Background: an optimization exercise with open tools, aiming at small area, a short achievable clock period and few clock cycles per item. Do not read the settings as production practice.
Where RTL was checked, it was by simulation tests only, not by an equivalence proof against the original.

== the reference run ==
==> flow/design.v <==
`default_nettype none
package cwu_pkg;
    localparam int SEG_W      = 16;
    localparam int THRESH_W   = 32;
    localparam int TMO_CFG_W  = 24;
    localparam int CFG_DATA_W = 32;
    localparam int CFG_IDX_W  = 2;
    localparam int OUT_WIN_W  = 32;
    localparam int OUT_TMO_W  = 24;
    localparam int SQ_W       = 2 * SEG_W;
    localparam int DIV_STEPS  = SQ_W;
    localparam int CNT_W      = $clog2(DIV_STEPS);
    localparam logic [SEG_W-1:0]     SEG_RESET    = 16'd1000;
    localparam logic [THRESH_W-1:0]  THRESH_RESET = 32'd64000;
    localparam logic [TMO_CFG_W-1:0] CEIL_RESET   = 24'hFF_FFFF;
    localparam int                   INIT_TMO     = 1000;
    localparam logic OP_TIMEOUT = 1'b0;
    localparam logic OP_ACK     = 1'b1;
    typedef enum logic [CFG_IDX_W-1:0] {
        REG_SEGMENT_SIZE = 2'd0,
        REG_SSTHRESH     = 2'd1,
        REG_INIT_TIMEOUT = 2'd2,
        REG_CEILING      = 2'd3
    } cfg_reg_t;
    typedef struct packed {
        logic accept;
        logic square;
        logic div_step;
        logic commit;
    } cwu_cmd_t;
    typedef struct packed {
        logic need_div;
        logic out_free;
    } cwu_status_t;
endpackage
`default_nettype wire
`default_nettype none
module tcp_congestion_window_update #(
    parameter int WINDOW_BITS  = 32,
    parameter int TIMEOUT_BITS = 24
) (
    input  wire logic                             clk,
    input  wire logic                             rst_n,
    input  wire logic                             cfg_write,
    input  wire logic [cwu_pkg::CFG_IDX_W-1:0]    cfg_index,
    input  wire logic [cwu_pkg::CFG_DATA_W-1:0]   cfg_data,
    input  wire logic                             in_valid,
    output logic                                  in_ready,
    input  wire logic                             operation,
    input  wire logic                             new_data_acked,
    output logic                                  out_valid,
    input  wire logic                             out_ready,
    output logic [cwu_pkg::OUT_WIN_W-1:0]         window,
    output logic [cwu_pkg::OUT_TMO_W-1:0]         timeout_value,
    output logic                                  retransmit,
    output logic                                  restart_timer,
    output logic                                  in_avoidance
);
    localparam logic [1:0] ST_IDLE = 2'd0;
    localparam logic [1:0] ST_DIV  = 2'd1;    
    localparam logic [1:0] ST_FIN  = 2'd2;    
    logic [15:0] seg_x;    
    logic [15:0] seg_reg;
    logic [31:0] thr_x;    
    logic [31:0] thr_reg;
    logic [23:0] ceil_x;    
    logic [23:0] ceil_reg;
    logic [31:0] sq_reg;
    logic        sq_done;      
    logic        sq_busy;
    logic [4:0]  sq_cnt;       
    logic        sq_bit;       
    logic [31:0] win_x;    
    logic [31:0] win_reg;
    logic [23:0] tmo_x;    
    logic [23:0] tmo_reg;
    logic        ov_reg;
    logic        rex_reg;
    logic        avo_reg;
    logic        f0v, f0op, f0nd;
    logic        f1v, f1op, f1nd;
    logic [1:0]  st;
    logic [32:0] rem_reg;      
    logic [31:0] q_reg;
    logic [4:0]  j_reg;        
    logic        nb_reg;       
    logic [4:0]  mm_reg;       
    logic        qz_reg;       
    logic        stale_reg;    
    logic        stale2_reg;   
    logic        stale3_reg;   
    logic [4:0]  msbw_reg;     
    logic [4:0]  msbs_reg;
    logic        sqz_reg;      
    logic [5:0]  ql_reg;       
    logic        qlv_reg;      
    logic [4:0]  mme_reg;      
    logic        qze_reg;      
    logic [5:0]  qlen;
    assign tmo_reg = tmo_x ^ 24'd1000;
    assign win_reg = win_x ^ 32'd1000;
    assign ceil_reg = ceil_x ^ 24'hFF_FFFF;
    assign thr_reg = thr_x ^ 32'd64000;
    assign seg_reg = seg_x ^ 16'd1000;
    logic        avoid;
    logic        free;
    logic        push;
    logic        head_div;
    logic [4:0]  msb_w;
    logic [4:0]  msb_s;
    logic [5:0]  kdiff;
    logic [31:0] rem_init;
    logic [4:0]  psel;
    logic        nb_next;
    logic        sub1;
    logic [32:0] y1;
    logic        qb1;
    logic        sq_clear;
    logic [32:0] bx;
    logic [32:0] add_s;
    logic [31:0] win_sat;
    logic [24:0] tmo_dbl;
    logic [23:0] tmo_new;
    logic        pop;
    logic        commit_nd;    
    logic        commit_fin;   
    logic        start;        
    logic        pop2;         
    logic        load_start;
    logic        is_to, is_ss, is_dz;
    assign avoid    = win_reg >= thr_reg;
    assign free     = !ov_reg || out_ready;
    assign push     = in_valid && !f1v;
    assign head_div = f0op && f0nd;
    always_comb begin
        msb_w = '0;
        msb_s = '0;
        for (int i = 0; i < 32; i++) begin
            if (win_reg[i]) msb_w = i[4:0];
            if (sq_reg[i])  msb_s = i[4:0];
        end
    end
    assign kdiff = {1'b0, msbs_reg} - {1'b0, msbw_reg};
    always_comb begin
        qlen = '0;
        for (int i = 0; i < 32; i++)
            if (q_reg[i]) qlen = 6'(i + 1);
    end
    assign sq_busy  = !sq_done;
    assign rem_init = sq_busy ? 32'd0 : (sq_reg >> 1) >> mme_reg;
    assign psel     = (st == ST_DIV) ? j_reg - 5'd1 : mme_reg;
    assign nb_next  = sq_reg[psel];
    assign sq_clear = sq_busy && sq_cnt[4];
    assign sub1 = !rem_reg[32] && !sq_busy;
    assign bx   = sq_busy ? (sq_bit ? {17'd0, seg_reg} : 33'd0) : ({1'b0, win_reg} ^ {33{sub1}});
    assign y1   = {rem_reg[31:0], nb_reg} + bx + {32'd0, sub1};
    assign qb1  = !y1[32];
    assign add_s   = {1'b0, win_reg} + {1'b0, q_reg};
    assign win_sat = add_s[32] ? 32'hFFFF_FFFF : add_s[31:0];
    assign tmo_dbl = {tmo_reg, 1'b0};
    assign tmo_new = (tmo_dbl > {1'b0, ceil_reg}) ? ceil_reg : tmo_dbl[23:0];
    assign is_to  = !f0op;
    assign is_ss  = head_div && !avoid;
    assign is_dz  = head_div && avoid && (qze_reg || win_reg == '0);   
    always_comb begin
        commit_nd  = 1'b0;
        commit_fin = 1'b0;
        start      = 1'b0;
        if (st == ST_FIN) begin
            commit_fin = free;
            start      = free && f0v && head_div && !qze_reg && !stale_reg && !stale2_reg && !stale3_reg && !sq_busy;
        end else if (st == ST_IDLE && f0v) begin
            if (head_div && avoid && !is_dz)
                start = !stale_reg && !stale2_reg && !stale3_reg && !sq_busy;
            else
                commit_nd = free && !(is_dz && (stale_reg || stale2_reg || stale3_reg || sq_busy));
        end
        pop2 = (st == ST_IDLE) && f0v && f0op && !f0nd && f1v && f1op && f1nd && avoid
               && !qze_reg && (win_reg != '0) && !stale_reg && !stale2_reg && !stale3_reg && !sq_busy && free;
        if (pop2)
            start = 1'b1;
    end
    assign pop        = commit_nd || start;
    assign load_start = (st == ST_IDLE) || (st == ST_FIN && free);
    always_ff @(posedge clk or negedge rst_n) begin
        if (!rst_n) begin
            seg_x <= '0;
            thr_x <= '0;
            ceil_x <= '0;
            sq_done   <= 1'b0;        
            sq_cnt    <= 5'd16;
            win_x <= '0;
            tmo_x <= '0;
            ov_reg    <= 1'b0;
            f0v       <= 1'b0;
            f1v       <= 1'b0;
            st        <= ST_IDLE;
            stale_reg <= 1'b1;
            stale2_reg <= 1'b1;
            stale3_reg <= 1'b1;
            qlv_reg   <= 1'b0;
        end else begin
            if (cfg_write) begin
                case (cfg_index)
                    2'd0: begin
                        seg_x <= (cfg_data[15:0]) ^ 16'd1000;
                        sq_done <= 1'b0;
                        sq_cnt  <= 5'd16;
                    end
                    2'd1: thr_x <= (cfg_data) ^ 32'd64000;
                    2'd3: ceil_x <= (cfg_data[23:0]) ^ 24'hFF_FFFF;
                    default: ;
                endcase
            end
            if (sq_busy && !(cfg_write && cfg_index == 2'd0)) begin
                sq_cnt <= sq_cnt - 5'd1;
                if (sq_cnt == 5'd0)
                    sq_done <= 1'b1;
            end
            if (pop2) begin
                f0v <= 1'b0;
                f1v <= 1'b0;
            end else if (pop) begin
                f0v <= f1v || push;
                f1v <= 1'b0;
            end else if (push) begin
                if (f0v) f1v <= 1'b1;
                else     f0v <= 1'b1;
            end
            if (commit_nd || commit_fin)
                ov_reg <= 1'b1;
            else if (out_ready)
                ov_reg <= 1'b0;
            if (commit_fin) begin
                win_x <= (win_sat) ^ 32'd1000;
            end else if (commit_nd) begin
                if (is_to) begin
                    win_x <= ({16'd0, seg_reg}) ^ 32'd1000;
                    tmo_x <= (tmo_new) ^ 24'd1000;
                end else if (is_ss) begin
                    win_x <= (win_sat) ^ 32'd1000;
                end else if (is_dz && win_reg == '0) begin
                    win_x <= (32'hFFFF_FFFF) ^ 32'd1000;
                end
            end
            stale_reg  <= (commit_nd && is_to) || sq_busy;
            stale2_reg <= stale_reg;
            stale3_reg <= stale2_reg;
            if ((commit_nd && is_to) || sq_busy)
                qlv_reg <= 1'b0;
            else if (commit_fin)
                qlv_reg <= 1'b1;
            if (start)
                st <= ST_DIV;
            else if (commit_fin)
                st <= ST_IDLE;
            else if (st == ST_DIV && j_reg == 5'd0)
                st <= ST_FIN;
        end
    end
    always_ff @(posedge clk) begin
        sq_bit <= seg_reg[4'(sq_cnt - 5'd1)];
        if (sq_busy && sq_cnt == 5'd0 && !(cfg_write && cfg_index == 2'd0))
            sq_reg <= y1[31:0];
        msbw_reg <= msb_w;
        msbs_reg <= msb_s;
        sqz_reg  <= (sq_reg == '0);
        mm_reg   <= kdiff[4:0];
        qz_reg   <= kdiff[5] || sqz_reg;
        if (commit_fin)
            ql_reg <= qlen;
        if (qlv_reg && {1'b0, mm_reg} >= ql_reg) begin
            mme_reg <= 5'(ql_reg - 6'd1);
            qze_reg <= qz_reg || (ql_reg == 6'd0);
        end else begin
            mme_reg <= mm_reg;
            qze_reg <= qz_reg;
        end
        if (pop) begin
            f0op <= f1v ? f1op : operation;
            f0nd <= f1v ? f1nd : new_data_acked;
        end else if (push && !f0v) begin
            f0op <= operation;
            f0nd <= new_data_acked;
        end
        if (push && f0v && !pop) begin
            f1op <= operation;
            f1nd <= new_data_acked;
        end
        if (commit_nd) begin
            rex_reg <= is_to;
            avo_reg <= avoid;
        end else if (commit_fin) begin
            rex_reg <= 1'b0;
            avo_reg <= 1'b1;
        end
        if (st == ST_DIV || (sq_busy && !sq_clear)) begin
            rem_reg <= y1;
            j_reg   <= j_reg - 5'd1;
        end else begin
            rem_reg <= {1'b0, rem_init};
            j_reg   <= mme_reg;
        end
        nb_reg <= nb_next && !sq_busy;
        if (st == ST_DIV)
            q_reg <= {q_reg[30:0], qb1};
        else if (start)
            q_reg <= '0;
        else if (load_start)
            q_reg <= {16'd0, seg_reg};
    end
    assign in_ready      = !f1v;
    assign out_valid     = ov_reg;
    assign window        = win_reg;
    assign timeout_value = tmo_reg;
    assign retransmit    = rex_reg;
    assign restart_timer = rex_reg;
    assign in_avoidance  = avo_reg;
endmodule
`default_nettype wire
clock: 8.5 ns
lec_check: 0
cap_margin: 20
core_margin: 2
core_utilization: 40
setup_slack_margin: 5.0
slew_margin: 20
standard.sh (not shown) runs the stock make flow with config.mk's settings and CLKGATE_MAP_FILE= SYNTH_SCRIPT=/design/flow/synth_recipe.tcl, a recipe that flattens the netlist after the stock synthesis.
==> flow/flow/run.sh <==
#!/bin/bash
# Standard layout, with plain buffers (not delay cells) on the ports.
set -e
export BUFFER_PORTS_ARGS="-buffer_cell sky130_fd_sc_hd__buf_2"
bash standard.sh > standard.log 2>&1
Relative to the reference run, the following input files were edited for the trial run:
--- a/flow/design.v
+++ b/flow/design.v
@@ -86,14 +86,10 @@
     logic        nb_reg;       
     logic [4:0]  mm_reg;       
     logic        qz_reg;       
     logic        stale_reg;    
     logic        stale2_reg;   
-    logic        stale3_reg;   
-    logic [4:0]  msbw_reg;     
-    logic [4:0]  msbs_reg;
-    logic        sqz_reg;      
     logic [5:0]  ql_reg;       
     logic        qlv_reg;      
     logic [4:0]  mme_reg;      
     logic        qze_reg;      
     logic [5:0]  qlen;
@@ -138,11 +134,11 @@
         for (int i = 0; i < 32; i++) begin
             if (win_reg[i]) msb_w = i[4:0];
             if (sq_reg[i])  msb_s = i[4:0];
         end
     end
-    assign kdiff = {1'b0, msbs_reg} - {1'b0, msbw_reg};
+    assign kdiff = {1'b0, msb_s} - {1'b0, msb_w};
     always_comb begin
         qlen = '0;
         for (int i = 0; i < 32; i++)
             if (q_reg[i]) qlen = 6'(i + 1);
     end
@@ -166,19 +162,19 @@
         commit_nd  = 1'b0;
         commit_fin = 1'b0;
         start      = 1'b0;
         if (st == ST_FIN) begin
             commit_fin = free;
-            start      = free && f0v && head_div && !qze_reg && !stale_reg && !stale2_reg && !stale3_reg && !sq_busy;
+            start      = free && f0v && head_div && !qze_reg && !stale_reg && !stale2_reg && !sq_busy;
         end else if (st == ST_IDLE && f0v) begin
             if (head_div && avoid && !is_dz)
-                start = !stale_reg && !stale2_reg && !stale3_reg && !sq_busy;
+                start = !stale_reg && !stale2_reg && !sq_busy;
             else
-                commit_nd = free && !(is_dz && (stale_reg || stale2_reg || stale3_reg || sq_busy));
+                commit_nd = free && !(is_dz && (stale_reg || stale2_reg || sq_busy));
         end
         pop2 = (st == ST_IDLE) && f0v && f0op && !f0nd && f1v && f1op && f1nd && avoid
-               && !qze_reg && (win_reg != '0) && !stale_reg && !stale2_reg && !stale3_reg && !sq_busy && free;
+               && !qze_reg && (win_reg != '0) && !stale_reg && !stale2_reg && !sq_busy && free;
         if (pop2)
             start = 1'b1;
     end
     assign pop        = commit_nd || start;
     assign load_start = (st == ST_IDLE) || (st == ST_FIN && free);
@@ -195,11 +191,10 @@
             f0v       <= 1'b0;
             f1v       <= 1'b0;
             st        <= ST_IDLE;
             stale_reg <= 1'b1;
             stale2_reg <= 1'b1;
-            stale3_reg <= 1'b1;
             qlv_reg   <= 1'b0;
         end else begin
             if (cfg_write) begin
                 case (cfg_index)
                     2'd0: begin
@@ -243,11 +238,10 @@
                     win_x <= (32'hFFFF_FFFF) ^ 32'd1000;
                 end
             end
             stale_reg  <= (commit_nd && is_to) || sq_busy;
             stale2_reg <= stale_reg;
-            stale3_reg <= stale2_reg;
             if ((commit_nd && is_to) || sq_busy)
                 qlv_reg <= 1'b0;
             else if (commit_fin)
                 qlv_reg <= 1'b1;
             if (start)
@@ -260,15 +254,12 @@
     end
     always_ff @(posedge clk) begin
         sq_bit <= seg_reg[4'(sq_cnt - 5'd1)];
         if (sq_busy && sq_cnt == 5'd0 && !(cfg_write && cfg_index == 2'd0))
             sq_reg <= y1[31:0];
-        msbw_reg <= msb_w;
-        msbs_reg <= msb_s;
-        sqz_reg  <= (sq_reg == '0);
-        mm_reg   <= kdiff[4:0];
-        qz_reg   <= kdiff[5] || sqz_reg;
+        mm_reg <= kdiff[4:0];
+        qz_reg <= kdiff[5] || (sq_reg == '0);
         if (commit_fin)
             ql_reg <= qlen;
         if (qlv_reg && {1'b0, mm_reg} >= ql_reg) begin
             mme_reg <= 5'(ql_reg - 6'd1);
             qze_reg <= qz_reg || (ql_reg == 6'd0);
## What came out
- Relative to the reference run, shortest period the worst path allows increased by 0.026 ns in the trial run.
- Going from the reference run to the trial run, met1 demand-to-capacity share in global routing held, total nets after synthesis down about 4%.
- Compared to the reference run, the trial run was floorplanned on a smaller die.
- [the trial run] synthesized netlist cell count fell about 4.5% relative to the reference run
- CTS buffer count, the trial run and the reference run, lower one = the trial run.
- Changes observed in the trial run relative to the reference run: total via count in the routed design went down, depth of the most critical reg-to-reg path went up, detailed-routing iteration count for the pre-antenna-repair pass went down.
Testbench counts of the trial run, summed over its fixed seeds: cycles 22,012, items 4,800.
Function not checked in the reference run: the RTL went through the layout flow alone.

static timing again, ports no longer ideal:
No port has a modelled driver above. Below, the same layouts with a new extraction and two added sets of constraints.
Step 1 sets driving cells, clkbuf_16 on the clock port and buf_2 on the other inputs (assumed; they add their load-dependent delay and slew).
Step 2 adds t to the input delays and takes it off the output delays; t is the mean of the earliest and latest rising clock arrival at the registers after step 1. Input paths then give back, and output paths get back, about the clock's delay inside the block.
Slacks: ideal / step 1 / step 2; pairs: ideal / step 1.
| run | t (ns) | slack for setup (ns) | slew at the worst register clock pin (ns) |
|---|---|---|---|
| the reference run | 0.606 | 5.105 / 5.105 / 4.666 | 0.07 / 0.07 |
| the trial run | 0.629 | 5.079 / 5.079 / 4.521 | 0.07 / 0.07 |
After both steps every run listed still meets setup and hold. The setup slack of the trial run, which loses most, moves by 0.000 ns with the drivers and by -0.558 ns with both steps.
